This design comes from an exercise in tuning for small area and a short achievable clock period on the open sky130 flow, not from production work. The RTL was checked by simulation tests, not by an equivalence proof against the original design. Power figures rest on the tool's default switching activity, not on a simulated workload.

==> flow/design.v (excerpt) <==
module pulse_seq_multi #(
  parameter int unsigned NumCh     = 4,
  parameter int unsigned CntW      = 24,
  parameter int unsigned ScanSteps = 16
) (
  input  logic                          clk,
  input  logic                          rst,
  input  logic                          trig,
  input  logic                          scan_trig,
  input  logic                          cfg_we,
  input  logic [((NumCh > 1) ? $clog2(NumCh) : 1)-1:0] cfg_ch,
  input  logic [1:0]                    cfg_sel,
  input  logic [CntW-1:0]               cfg_data,
  output logic [NumCh-1:0]              pulse,
  output logic                          busy,
  output logic [$clog2(ScanSteps)-1:0]  scan_idx,
  output logic                          overrun
);
  localparam int unsigned ChW  = (NumCh > 1) ? $clog2(NumCh) : 1;
  localparam int unsigned IdxW = $clog2(ScanSteps);
  localparam logic [IdxW-1:0] LastIdx = IdxW'(ScanSteps - 1);
  logic [2:0]       trig_sync_q, scan_sync_q;
  logic             trig_edge_q, scan_edge_q;
  logic [NumCh-1:0] mask_q, act_q, pulse_q, first_q, act_d;
  logic             busy_q;
  logic [IdxW-1:0]  idx_q;
  logic             overrun_q, any_edge, shot, scan_shot, mask_wr, off_clr;
  logic [CntW-1:0]  wdata;
  function automatic logic [CntW:0] add_c(input logic [CntW-1:0] a, input logic [CntW-1:0] b);
    logic [CntW-1:0] g, p, gn, pn;
    g = a & b;
    p = a ^ b;
  ...
Size: ~2800 cells after synthesis, ~620 flip-flops, roughly 43 I/O pins.
export LEC_CHECK = 0
export CAP_MARGIN = 20
export CORE_MARGIN = 2
export CORE_UTILIZATION = 48
export SETUP_SLACK_MARGIN = 2.5
export SLEW_MARGIN = 20
create_clock -name core_clock -period 5.5 [get_ports {clk}]
standard.sh (not shown) runs the stock make flow with config.mk's settings and CLKGATE_MAP_FILE= SYNTH_SCRIPT=/design/flow/synth_recipe.tcl, a recipe that flattens the netlist after the stock synthesis.
==> flow/flow/run.sh <==
#!/bin/bash
# Standard ORFS layout with three changes: port buffers are buf_2 cells instead of the
# default delay cell, repair may resize a cell to any footprint, and CTS adds no dummy loads.
# Synthesis is the standard one, run on its own first.
set -euo pipefail
bash standard.sh synth > synth.log 2>&1
bash standard.sh \
  "MATCH_CELL_FOOTPRINT=0" \
  "BUFFER_PORTS_ARGS=-buffer_cell sky130_fd_sc_hd__buf_2" \
  "CTS_ARGS=-sink_clustering_enable -repair_clock_nets -dont_use_dummy_load -sink_clustering_size 28 -sink_clustering_max_diameter 90" \
  finish > layout.log 2>&1
The first run passed the timing, design-rule and antenna checks.
Then changed:
CORE_UTILIZATION = 40   (was 48)
TNS_END_PERCENT = 10   (was not set)
Result:
- The new run completed without violations
- cell area barely changes
- clock skew rises by 0.0074 ns
- clock-buffer cell count falls by 1
- worst setup slack hardly moves
- utilization falls by 9.1 points
- via count falls by 0.51%
- flip-flop and latch count is unchanged
- wire length rises by 2.3%
- worst hold slack degrades by 0.018 ns
- synthesized cell count stays the same
- non-clock buffer count falls by 19
Then changed:
SETUP_SLACK_MARGIN = 2.35   (was 2.5)
TNS_END_PERCENT = not set   (was 10)
Effect: The new run produced a clean layout; clock-buffer cell count shrinks by 1; final cell count stays flat; power shrinks slightly; combinational power barely changes; non-clock buffer count decreases by 9; global-route usage goes down by 0.61 points.

========
The RTL this note starts from:
==> flow/design.v <==
module pulse_seq_multi #(
  parameter int unsigned NumCh     = 4,
  parameter int unsigned CntW      = 24,
  parameter int unsigned ScanSteps = 16
) (
  input  logic                          clk,
  input  logic                          rst,
  input  logic                          trig,
  input  logic                          scan_trig,
  input  logic                          cfg_we,
  input  logic [((NumCh > 1) ? $clog2(NumCh) : 1)-1:0] cfg_ch,
  input  logic [1:0]                    cfg_sel,
  input  logic [CntW-1:0]               cfg_data,
  output logic [NumCh-1:0]              pulse,
  output logic                          busy,
  output logic [$clog2(ScanSteps)-1:0]  scan_idx,
  output logic                          overrun
);
  localparam int unsigned ChW  = (NumCh > 1) ? $clog2(NumCh) : 1;
  localparam int unsigned IdxW = $clog2(ScanSteps);
  localparam logic [IdxW-1:0] LastIdx = IdxW'(ScanSteps - 1);
  logic [2:0]       trig_sync_q, scan_sync_q;
  logic             trig_edge_q, scan_edge_q;
  logic [NumCh-1:0] mask_q, act_q, pulse_q;
  logic [IdxW-1:0]  idx_q;
  logic             overrun_q, any_edge, shot, scan_shot, mask_wr, off_clr;
  logic [CntW-1:0]  wdata;
  function automatic logic [CntW-1:0] sat_add(input logic [CntW-1:0] a, input logic [CntW-1:0] b);
    logic [CntW-1:0] g, p, gn, pn;
    g = a & b;
    p = a ^ b;
    for (int s = 1; s < CntW; s = s * 2) begin
      gn = g;
      pn = p;
      for (int i = 0; i < CntW; i++) begin
        if ((i / s) % 2 == 1) begin
          gn[i] = g[i] | (p[i] & g[(i / s) * s - 1]);
          pn[i] = p[i] & p[(i / s) * s - 1];
        end
      end
      g = gn;
      p = pn;
    end
    sat_add = (a ^ b ^ {g[CntW-2:0], 1'b0}) | {CntW{g[CntW-1]}};
  endfunction
  assign busy      = |act_q;
  assign any_edge  = trig_edge_q | scan_edge_q;
  assign shot      = any_edge & ~busy;
  assign scan_shot = shot & scan_edge_q;
  assign mask_wr   = cfg_we & (cfg_sel == 2'd3);
  assign wdata     = cfg_data & {CntW{~rst}};
  assign off_clr   = rst | mask_wr | (scan_shot & (idx_q == LastIdx));
  always_ff @(posedge clk) begin
    if (rst) begin
      trig_sync_q <= '0;
      scan_sync_q <= '0;
      trig_edge_q <= 1'b0;
      scan_edge_q <= 1'b0;
      idx_q       <= '0;
      overrun_q   <= 1'b0;
    end else begin
      trig_sync_q <= {trig_sync_q[1:0], trig};
      scan_sync_q <= {scan_sync_q[1:0], scan_trig};
      trig_edge_q <= trig_sync_q[1] & ~trig_sync_q[2];
      scan_edge_q <= scan_sync_q[1] & ~scan_sync_q[2];
      if (mask_wr)        idx_q <= '0;
      else if (scan_shot) idx_q <= idx_q + IdxW'(1);
      if (any_edge && busy) overrun_q <= 1'b1;
      else if (mask_wr)     overrun_q <= 1'b0;
    end
  end
  always_ff @(posedge clk) begin
    if (rst || mask_wr) mask_q <= wdata[NumCh-1:0];
  end
  for (genvar c = 0; c < NumCh; c++) begin : g_ch
    logic [CntW-1:0] delay_q, width_q, step_q, offset_q, cnt_q, wlat_q, eff_w;
    logic            ch_wr, dnz, ewnz, wlnz, last;
    assign ch_wr = cfg_we & (cfg_ch == ChW'(c));
    assign eff_w = scan_edge_q ? sat_add(width_q, offset_q) : width_q;
    assign ewnz  = (width_q != '0) | (scan_edge_q & (offset_q != '0));
    assign dnz   = delay_q != '0;
    assign wlnz  = wlat_q != '0;
    assign last  = cnt_q == CntW'(1);
    always_ff @(posedge clk) begin
      if (rst || (ch_wr && cfg_sel == 2'd0)) delay_q <= wdata;
      if (rst || (ch_wr && cfg_sel == 2'd1)) width_q <= wdata;
      if (rst || (ch_wr && cfg_sel == 2'd2)) step_q  <= wdata;
      if (off_clr)        offset_q <= '0;
      else if (scan_shot) offset_q <= sat_add(offset_q, step_q);
    end
    always_ff @(posedge clk) begin
      if (!act_q[c]) begin
        wlat_q <= eff_w;
        cnt_q  <= dnz ? delay_q : eff_w;
      end else begin
        cnt_q  <= last ? wlat_q : cnt_q - CntW'(1);
      end
    end
    always_ff @(posedge clk) begin
      if (rst) begin
        act_q[c]   <= 1'b0;
        pulse_q[c] <= 1'b0;
      end else if (!act_q[c]) begin
        if (shot && mask_q[c] && (dnz || ewnz)) begin
          act_q[c]   <= 1'b1;
          pulse_q[c] <= ~dnz;
        end
      end else if (last) begin
        if (pulse_q[c] || !wlnz) act_q[c] <= 1'b0;
        pulse_q[c] <= ~pulse_q[c] & wlnz;
      end
    end
  end
  assign pulse    = pulse_q;
  assign scan_idx = idx_q;
  assign overrun  = overrun_q;
endmodule
clock: 5.5 ns
lec_check: 0
abc_clock_period_in_ps: 2000
cap_margin: 20
core_margin: 2
core_utilization: 40
slew_margin: 20
run.sh (not shown) runs the stock make flow with config.mk's settings and CLKGATE_MAP_FILE= SYNTH_SCRIPT=/design/flow/synth_recipe.tcl, a recipe that flattens the netlist after the stock synthesis.
Stock flow here: none of the scripts above is used.
Rerun with:
- ABC_CLOCK_PERIOD_IN_PS: 2000 -> unset
- SETUP_SLACK_MARGIN: unset -> 2.0
=>
- The new run produced a clean layout
- non-clock buffer count went up by 1
- cell area went up by 0.34%
- worst setup slack improved by 430 ps
- flip-flop and latch count stays the same
- first-iteration DRC count barely changes
- synthesized cell count does not change
- global-route usage barely changes
- cell count does not change
- wire length went up by 0.40%
- clock power hardly moves
Rerun with:
- SETUP_SLACK_MARGIN: 2.0 -> 2.8
Routed wire length climbs by 12%.
Worst setup slack gets better by 340 ps.
Design area climbs by 13%.
Via count climbs by 7.0%.
Clock skew drops by 17 ps.
Count of clock-buffer cells in the layout climbs by 7.
Core utilization climbs by 5.8 points.
Non-clock buffer count climbs by 192.
Register-to-register slack gets better by 340 ps.

========
oak:
Another version of the RTL of pulse_seq_multi (not shown whole).
For scale: about 610 flip-flops, ~43 I/O pins, about 31000 sq um of cells after synthesis.
make LEC_CHECK=0 CAP_MARGIN=20 CORE_MARGIN=2 CORE_UTILIZATION=40 CTS_CLUSTER_DIAMETER=80 CTS_CLUSTER_SIZE=20 SETUP_SLACK_MARGIN=2.5 SLEW_MARGIN=20 finish   # period 5.5 ns
Setup changes, oak to pine
# oak
export LEC_CHECK = 0
export CAP_MARGIN = 20
export CORE_MARGIN = 2
export CORE_UTILIZATION = 40
export CTS_CLUSTER_DIAMETER = 80
export CTS_CLUSTER_SIZE = 20
export SETUP_SLACK_MARGIN = 2.5
export SLEW_MARGIN = 20
create_clock -name core_clock -period 5.5 [get_ports {clk}]
# pine
export LEC_CHECK = 0
export CAP_MARGIN = 20
export CORE_MARGIN = 2
export CORE_UTILIZATION = 40
export CTS_BUF_LIST = sky130_fd_sc_hd__clkbuf_8
export SETUP_SLACK_MARGIN = 2.5
export SLEW_MARGIN = 20
create_clock -name core_clock -period 5.5 [get_ports {clk}]
Findings:
pine vs. oak: cell depth of the worst setup path went up by 1.
Per the comparison of pine with oak, maximum frequency now sits lower, amount of wire on met3 after detailed routing now sits lower.

## re-timing with driven ports
No port has a modelled driver above. Below, the same layouts with a new extraction and two added sets of constraints. Step 1: set_driving_cell puts a clkbuf_16 on clk and a buf_2 on each other input, an assumption about the parent block. Step 2, shift: input delay + t, output delay - t, t = (earliest + latest rising clock arrival at the registers) / 2. This alone moves slack from input paths to output paths. Slacks: no drivers / after step 1 / after step 2; pairs: no drivers / after step 1.
run | shift t [ns] | setup slack, ns | hold slack, ns | latest minus earliest clock arrival (ns)
the first run of note 1 | 0.679 | 2.454 / 2.454 / 2.083 | 0.403 / 0.403 / 0.403 | 0.043 / 0.042
the second run of note 1 | 0.665 | 2.452 / 2.452 / 2.152 | 0.385 / 0.385 / 0.385 | 0.048 / 0.048
the third run of note 1 | 0.672 | 2.399 / 2.399 / 1.887 | 0.382 / 0.382 / 0.382 | 0.044 / 0.044
the first run of note 2 | 0.659 | 1.716 / 1.716 / 1.716 | 0.371 / 0.371 / 0.371 | 0.031 / 0.031
the second run of note 2 | 0.660 | 2.146 / 2.086 / 1.751 | 0.377 / 0.377 / 0.377 | 0.030 / 0.030
the third run of note 2 | 0.661 | 2.489 / 2.489 / 2.024 | 0.384 / 0.384 / 0.384 | 0.015 / 0.015
oak | 0.653 | 2.518 / 2.518 / 1.964 | 0.378 / 0.378 / 0.378 | 0.037 / 0.037
pine | 0.751 | 2.457 / 2.457 / 1.856 | 0.388 / 0.388 / 0.388 | 0.026 / 0.026
After both steps every run listed still meets setup and hold. For pine, which loses most, drivers alone change the setup slack by 0.000 ns; drivers and shift together by -0.601 ns.
